This is an optimization exercise on Yosys and OpenROAD, whose aim is small area, a short achievable clock period and few clock cycles per item, not a production implementation. At most, simulation tests tie the RTL to the original design; equivalence was not proved.

Design heater_pid_duty_control_unit, start of the top module:
module heater_pid_duty_control_unit (
    input  logic                                 clk,
    input  logic                                 rst_n,
    input  logic                                 cfg_we,
    input  logic [hpdc_pkg::CFG_ADDR_W-1:0]      cfg_addr,
    input  logic [hpdc_pkg::CFG_DATA_W-1:0]      cfg_wdata,
    input  logic                                 s_tvalid,
    output logic                                 s_tready,
    input  logic [hpdc_pkg::IN_DATA_W-1:0]       s_tdata,
    output logic                                 m_tvalid,
    input  logic                                 m_tready,
    output logic [hpdc_pkg::OUT_DATA_W-1:0]      m_tdata
);
    logic [11:0] target_reg;
    logic        target_on_reg;
    logic [6:0]  floor_reg, ceil_reg;
    logic [11:0] below_reg, above_reg;
    logic [8:0]  bp_one, bp_two, bp_neg, bd_one, bd_two, bd_neg, bi_one, bi_two, bi_neg;
    logic [15:7] ki_ge;    
    function automatic logic [26:0] booth_enc(input logic [15:0] g);
        logic [18:0] gx;
        logic [8:0] one, two, neg;
        gx = {2'b00, g, 1'b0};
        for (int j = 0; j < 9; j++)
        begin
            one[j] = gx[2*j+1] ^ gx[2*j];
            two[j] = (gx[2*j+2] & ~gx[2*j+1] & ~gx[2*j]) | (~gx[2*j+2] & gx[2*j+1] & gx[2*j]);
            neg[j] = gx[2*j+2] & ~(gx[2*j+1] & gx[2*j]);
        end
        booth_enc = {neg, two, one};
    endfunction
    logic [26:0] enc_w;
    logic [15:7] ge_w;
    assign enc_w = booth_enc(cfg_wdata);
    genvar gi;
    generate
        for (gi = 7; gi < 16; gi = gi + 1)
        begin : g_ge
            assign ge_w[gi] = |cfg_wdata[15:gi];
        end
    endgenerate
  ...
clock: 19.0 ns
lec_check: 0
cap_margin: 20
core_margin: 2
core_utilization: 40
cts_cluster_diameter: 100
cts_cluster_size: 24
slew_margin: 20
standard.sh (not shown) runs the stock make flow with config.mk's settings and CLKGATE_MAP_FILE= SYNTH_SCRIPT=/design/flow/synth_recipe.tcl, a recipe that flattens the netlist after the stock synthesis.
==> flow/flow/run.sh <==
#!/bin/bash
# Layout: the standard flow (standard.sh: the standard flow's synthesis and ORFS from floorplan to
# finish, at the design's clock period and constraints), with two changes in how the layout is
# made: the port buffers are buf_4 cells instead of the default delay-buffer choice, and the
# resizer's timing repair aims for 14 ns of setup slack at the 19 ns clock, so that it sizes the
# slowest paths as for a 5 ns clock. make's full output goes to standard.log; each ORFS step
# keeps its own log under orfs/logs/.
export BUFFER_PORTS_ARGS="-buffer_cell sky130_fd_sc_hd__buf_4"
export SETUP_SLACK_MARGIN=14.0
bash standard.sh > standard.log 2>&1
The first run went through all stages and came out clean.
Testbench counts at the start, summed over its fixed seeds: cycles 24,040, items 24,000.
Next try:
--- a/flow/design.v
+++ b/flow/design.v
@@ -72,58 +72,73 @@
         logic [18:0] gx;
         logic [8:0] one, two, neg;
         gx = {2'b00, g, 1'b0};
         for (int j = 0; j < 9; j++)
         begin
             one[j] = gx[2*j+1] ^ gx[2*j];
             two[j] = (gx[2*j+2] & ~gx[2*j+1] & ~gx[2*j]) | (~gx[2*j+2] & gx[2*j+1] & gx[2*j]);
             neg[j] = gx[2*j+2] & ~(gx[2*j+1] & gx[2*j]);
         end
         booth_enc = {neg, two, one};
     endfunction
+    logic        cfg_we_r;
+    logic [2:0]  cfg_addr_r;
+    logic [15:0] cfg_wdata_r;
+    always_ff @(posedge clk or negedge rst_n)
+    begin
+        if (!rst_n)
+            cfg_we_r <= 1'b0;
+        else
+            cfg_we_r <= cfg_we;
+    end
+    always_ff @(posedge clk)
+    begin
+        cfg_addr_r  <= cfg_addr;
+        cfg_wdata_r <= cfg_wdata;
+    end
     logic [26:0] enc_w;
     logic [15:7] ge_w;
-    assign enc_w = booth_enc(cfg_wdata);
+    assign enc_w = booth_enc(cfg_wdata_r);
     genvar gi;
     generate
         for (gi = 7; gi < 16; gi = gi + 1)
         begin : g_ge
-            assign ge_w[gi] = |cfg_wdata[15:gi];
+            assign ge_w[gi] = |cfg_wdata_r[15:gi];
         end
     endgenerate
     always_ff @(posedge clk or negedge rst_n)
     begin
         if (!rst_n)
         begin
             target_reg    <= 12'd0;
             target_on_reg <= 1'b0;
             {bp_neg, bp_two, bp_one} <= booth_enc(16'd1280);
             {bi_neg, bi_two, bi_one} <= booth_enc(16'd77);
             {bd_neg, bd_two, bd_one} <= booth_enc(16'd5120);
             ki_ge         <= 9'd0;
             floor_reg     <= 7'd2;
             ceil_reg      <= 7'd100;
             below_reg     <= 12'd320;
             above_reg     <= 12'd16;
         end
-        else if (cfg_we)
+        else if (cfg_we_r)
         begin
-            case (cfg_addr)
-                3'd0: begin target_reg <= cfg_wdata[11:0]; target_on_reg <= |cfg_wdata[11:0]; end
+            case (cfg_addr_r)
+                3'd0: begin target_reg <= cfg_wdata_r[11:0]; target_on_reg <= |cfg_wdata_r[11:0]; end
                 3'd1: {bp_neg, bp_two, bp_one} <= enc_w;
                 3'd2: begin {bi_neg, bi_two, bi_one} <= enc_w; ki_ge <= ge_w; end
                 3'd3: {bd_neg, bd_two, bd_one} <= enc_w;
-                3'd4: floor_reg  <= (cfg_wdata[6:0] > 7'd100) ? 7'd100 : cfg_wdata[6:0];
-                3'd5: ceil_reg   <= (cfg_wdata[6:0] > 7'd100) ? 7'd100 : cfg_wdata[6:0];
-                3'd6: below_reg  <= cfg_wdata[11:0];
-                default: above_reg <= cfg_wdata[11:0];
+                3'd4: floor_reg  <= (cfg_wdata_r[6:0] > 7'd100) ? 7'd100 : cfg_wdata_r[6:0];
+                3'd5: ceil_reg   <= (cfg_wdata_r[6:0] > 7'd100) ? 7'd100 : cfg_wdata_r[6:0];
+                3'd6: below_reg  <= cfg_wdata_r[11:0];
+                default: above_reg <= cfg_wdata_r[11:0];
             endcase
         end
     end
     logic en;
     logic v0, v1, v2, v3;
     logic o_valid, k_valid;
     logic [10:0] o_data, k_data, x_data;
     logic x_valid, take;
     logic ready_reg;
     assign en       = !k_valid;
     assign s_tready = ready_reg;
Effect:
- die area goes up slightly
- global-route usage decreases by 0.39 points
- critical path depth does not change
- worst setup slack gets worse by 19 ps
- clock skew goes up by 8.1 ps
- maximum frequency fell slightly
- cell area rose slightly
- hold slack is about the same
- final cell count came out higher slightly
- via count is higher slightly
- wire length went up slightly
Only the layout flow was run in the second run of this note; the RTL was not checked for function there.


Another version of the RTL of heater_pid_duty_control_unit (not shown whole).
For scale: about 3100 cells after synthesis, ~310 flip-flops, about 33000 µm² of cells after synthesis.
clock: 19.0 ns
lec_check: 0
cap_margin: 20
core_margin: 2
core_utilization: 40
cts_cluster_diameter: 100
cts_cluster_size: 24
slew_margin: 20
==> flow/flow/run.sh <==
#!/bin/bash
# Layout: the standard flow (standard.sh: the standard flow's synthesis and ORFS from floorplan to
# finish, at the design's clock period and constraints), with three changes in how the layout
# is made:
# - synthesis skips Yosys's early "abc -fast" (SYNTH_ARGS=-noabc), so that the full adders of
#   the generated adder tree are extracted as written, without polarity inverters between them
#   (the registers are the same as the standard synthesis's);
# - the port buffers are buf_4 cells instead of the default delay-buffer choice;
# - the resizer's timing repair aims for 14 ns of setup slack at the 19 ns clock, so that it
#   sizes the slowest paths as for a 5 ns clock.
# make's full output goes to standard.log; each ORFS step keeps its own log under orfs/logs/.
export SYNTH_ARGS="-noabc"
export BUFFER_PORTS_ARGS="-buffer_cell sky130_fd_sc_hd__buf_4"
export SETUP_SLACK_MARGIN=14.0
bash standard.sh > standard.log 2>&1
Testbench counts at the start, summed over its fixed seeds: cycles 24,040, items 24,000.
Change:
--- a/flow/design.v
+++ b/flow/design.v
@@ -160,44 +160,39 @@
     always_ff @(posedge clk)
     begin
         if (en)
             k_data <= x_data;
         if (k_valid ? take : (x_valid && (o_empty || m_tready)))
             o_data <= k_valid ? k_data : x_data;
     end
-    logic signed [14:0] temp0;
-    logic [13:0] e0;
-    logic s0_fault, s0_tog;
-    assign temp0 = s_tdata[14:0];
+    logic [14:0] t0;
     always_ff @(posedge clk)
     begin
         if (en)
-        begin
-            e0       <= {2'b00, target_reg} - temp0[13:0];
-            s0_fault <= !((temp0 > -15'sd160) && (temp0 < 15'sd3360));
-            s0_tog   <= temp0 > 15'sd1920;
-        end
+            t0 <= s_tdata[14:0];
     end
     localparam logic [2:0] C_PID = 3'd0, C_TOG = 3'd1, C_FULL = 3'd2, C_OFF = 3'd3,
                            C_FAULT = 3'd4, C_PIDF = 3'd5, C_PID0 = 3'd6;
-    logic signed [13:0] err1;
-    logic f_band, f_pid, f_epos, f_clr;
+    logic signed [16:0] temp1_x, err1;
+    logic f_fault, f_band, f_tog, f_epos, f_clr;
     logic [2:0] code1;
     always_comb
     begin
-        err1   = e0;
-        f_band = (err1 < $signed({2'b00, below_reg})) && target_on_reg;
-        f_pid  = f_band && !s0_fault;
-        f_epos = !err1[13] && (err1 != 14'sd0);
-        f_clr  = err1 <= -14'sd10;
-        if (s0_fault)
+        temp1_x = {{2{t0[14]}}, t0};
+        err1    = $signed({5'd0, target_reg}) - temp1_x;
+        f_fault = !((temp1_x > -17'sd160) && (temp1_x < 17'sd3360));
+        f_band  = (err1 < $signed({5'd0, below_reg})) && target_on_reg;
+        f_tog   = (temp1_x > 17'sd1920) && target_on_reg;
+        f_epos  = !err1[16] && (err1 != 17'sd0);
+        f_clr   = err1 <= -17'sd10;
+        if (f_fault)
             code1 = C_FAULT;
         else if (f_band)
-            code1 = (err1 <= $signed(~{2'b00, above_reg})) ? C_PID0 : (err1[13] ? C_PIDF : C_PID);
-        else if (s0_tog && target_on_reg)
+            code1 = (err1 <= $signed(~{5'd0, above_reg})) ? C_PID0 : (err1[16] ? C_PIDF : C_PID);
+        else if (f_tog)
             code1 = C_TOG;
         else if (target_on_reg)
             code1 = C_FULL;
         else
             code1 = C_OFF;
     end
     logic [23:0] isum_reg;
@@ -217,15 +212,15 @@
     always_ff @(posedge clk or negedge rst_n)
     begin
         if (!rst_n)
         begin
             isum_reg     <= 24'd0;
             last_err_reg <= 13'sd0;
         end
-        else if (en && v0 && f_pid)
+        else if (en && v0 && f_band && !f_fault)
         begin
             isum_reg     <= isum_new;
             last_err_reg <= err1[12:0];
         end
     end
     logic signed [13:0] d2;
     logic [2:0] s2_code;
- utilization went down by 0.43 points
- non-clock buffer count stays the same
- die area came out higher slightly
- first-iteration DRC count rose by roughly a tenth
- sequential share of layout area is lower by 0.23 points
- cell area rose slightly
Testbench counts after the change, summed over its fixed seeds: cycles 24,040, items 24,000.

[afterwards: timing with drivers on the ports]
The flow's constraints put no driver on any port. The routed layouts listed below were extracted and timed again, unchanged, in two steps.
Step 1 (the two cells are an assumption about what drives the block):
set clk [get_ports {clk}]
set_driving_cell -lib_cell sky130_fd_sc_hd__clkbuf_16 $clk
set_driving_cell -lib_cell sky130_fd_sc_hd__buf_2 [delete_from_list [all_inputs] $clk]
Step 2 moves the port delays by t, midway between the first and last clock arrival at a register: inputs arrive t later, outputs are due t later. That takes back most of the time a late clock gives input paths.
Three values: no drivers, after step 1, after step 2; two values: the first two.
run | t (ns) | slack for setup (ns) | worst slew at a driven data input, ns | cell pins on the clock port's net
the first run of note 1 | 0.647 | 13.981 / 13.919 / 13.612 | 0.05 | 1
the second run of note 1 | 0.636 | 13.963 / 13.903 / 13.740 | 0.06 | 1
the first run of note 2 | 0.638 | 13.890 / 13.896 / 13.258 | 0.05 | 1
the second run of note 2 | 0.627 | 14.074 / 14.013 / 13.504 | 0.06 | 1
After both steps every run listed still meets setup and hold. The setup slack of the first run of note 2, which loses most, moves by +0.006 ns with the drivers and by -0.632 ns with both steps. Setup slack includes reset recovery checks.
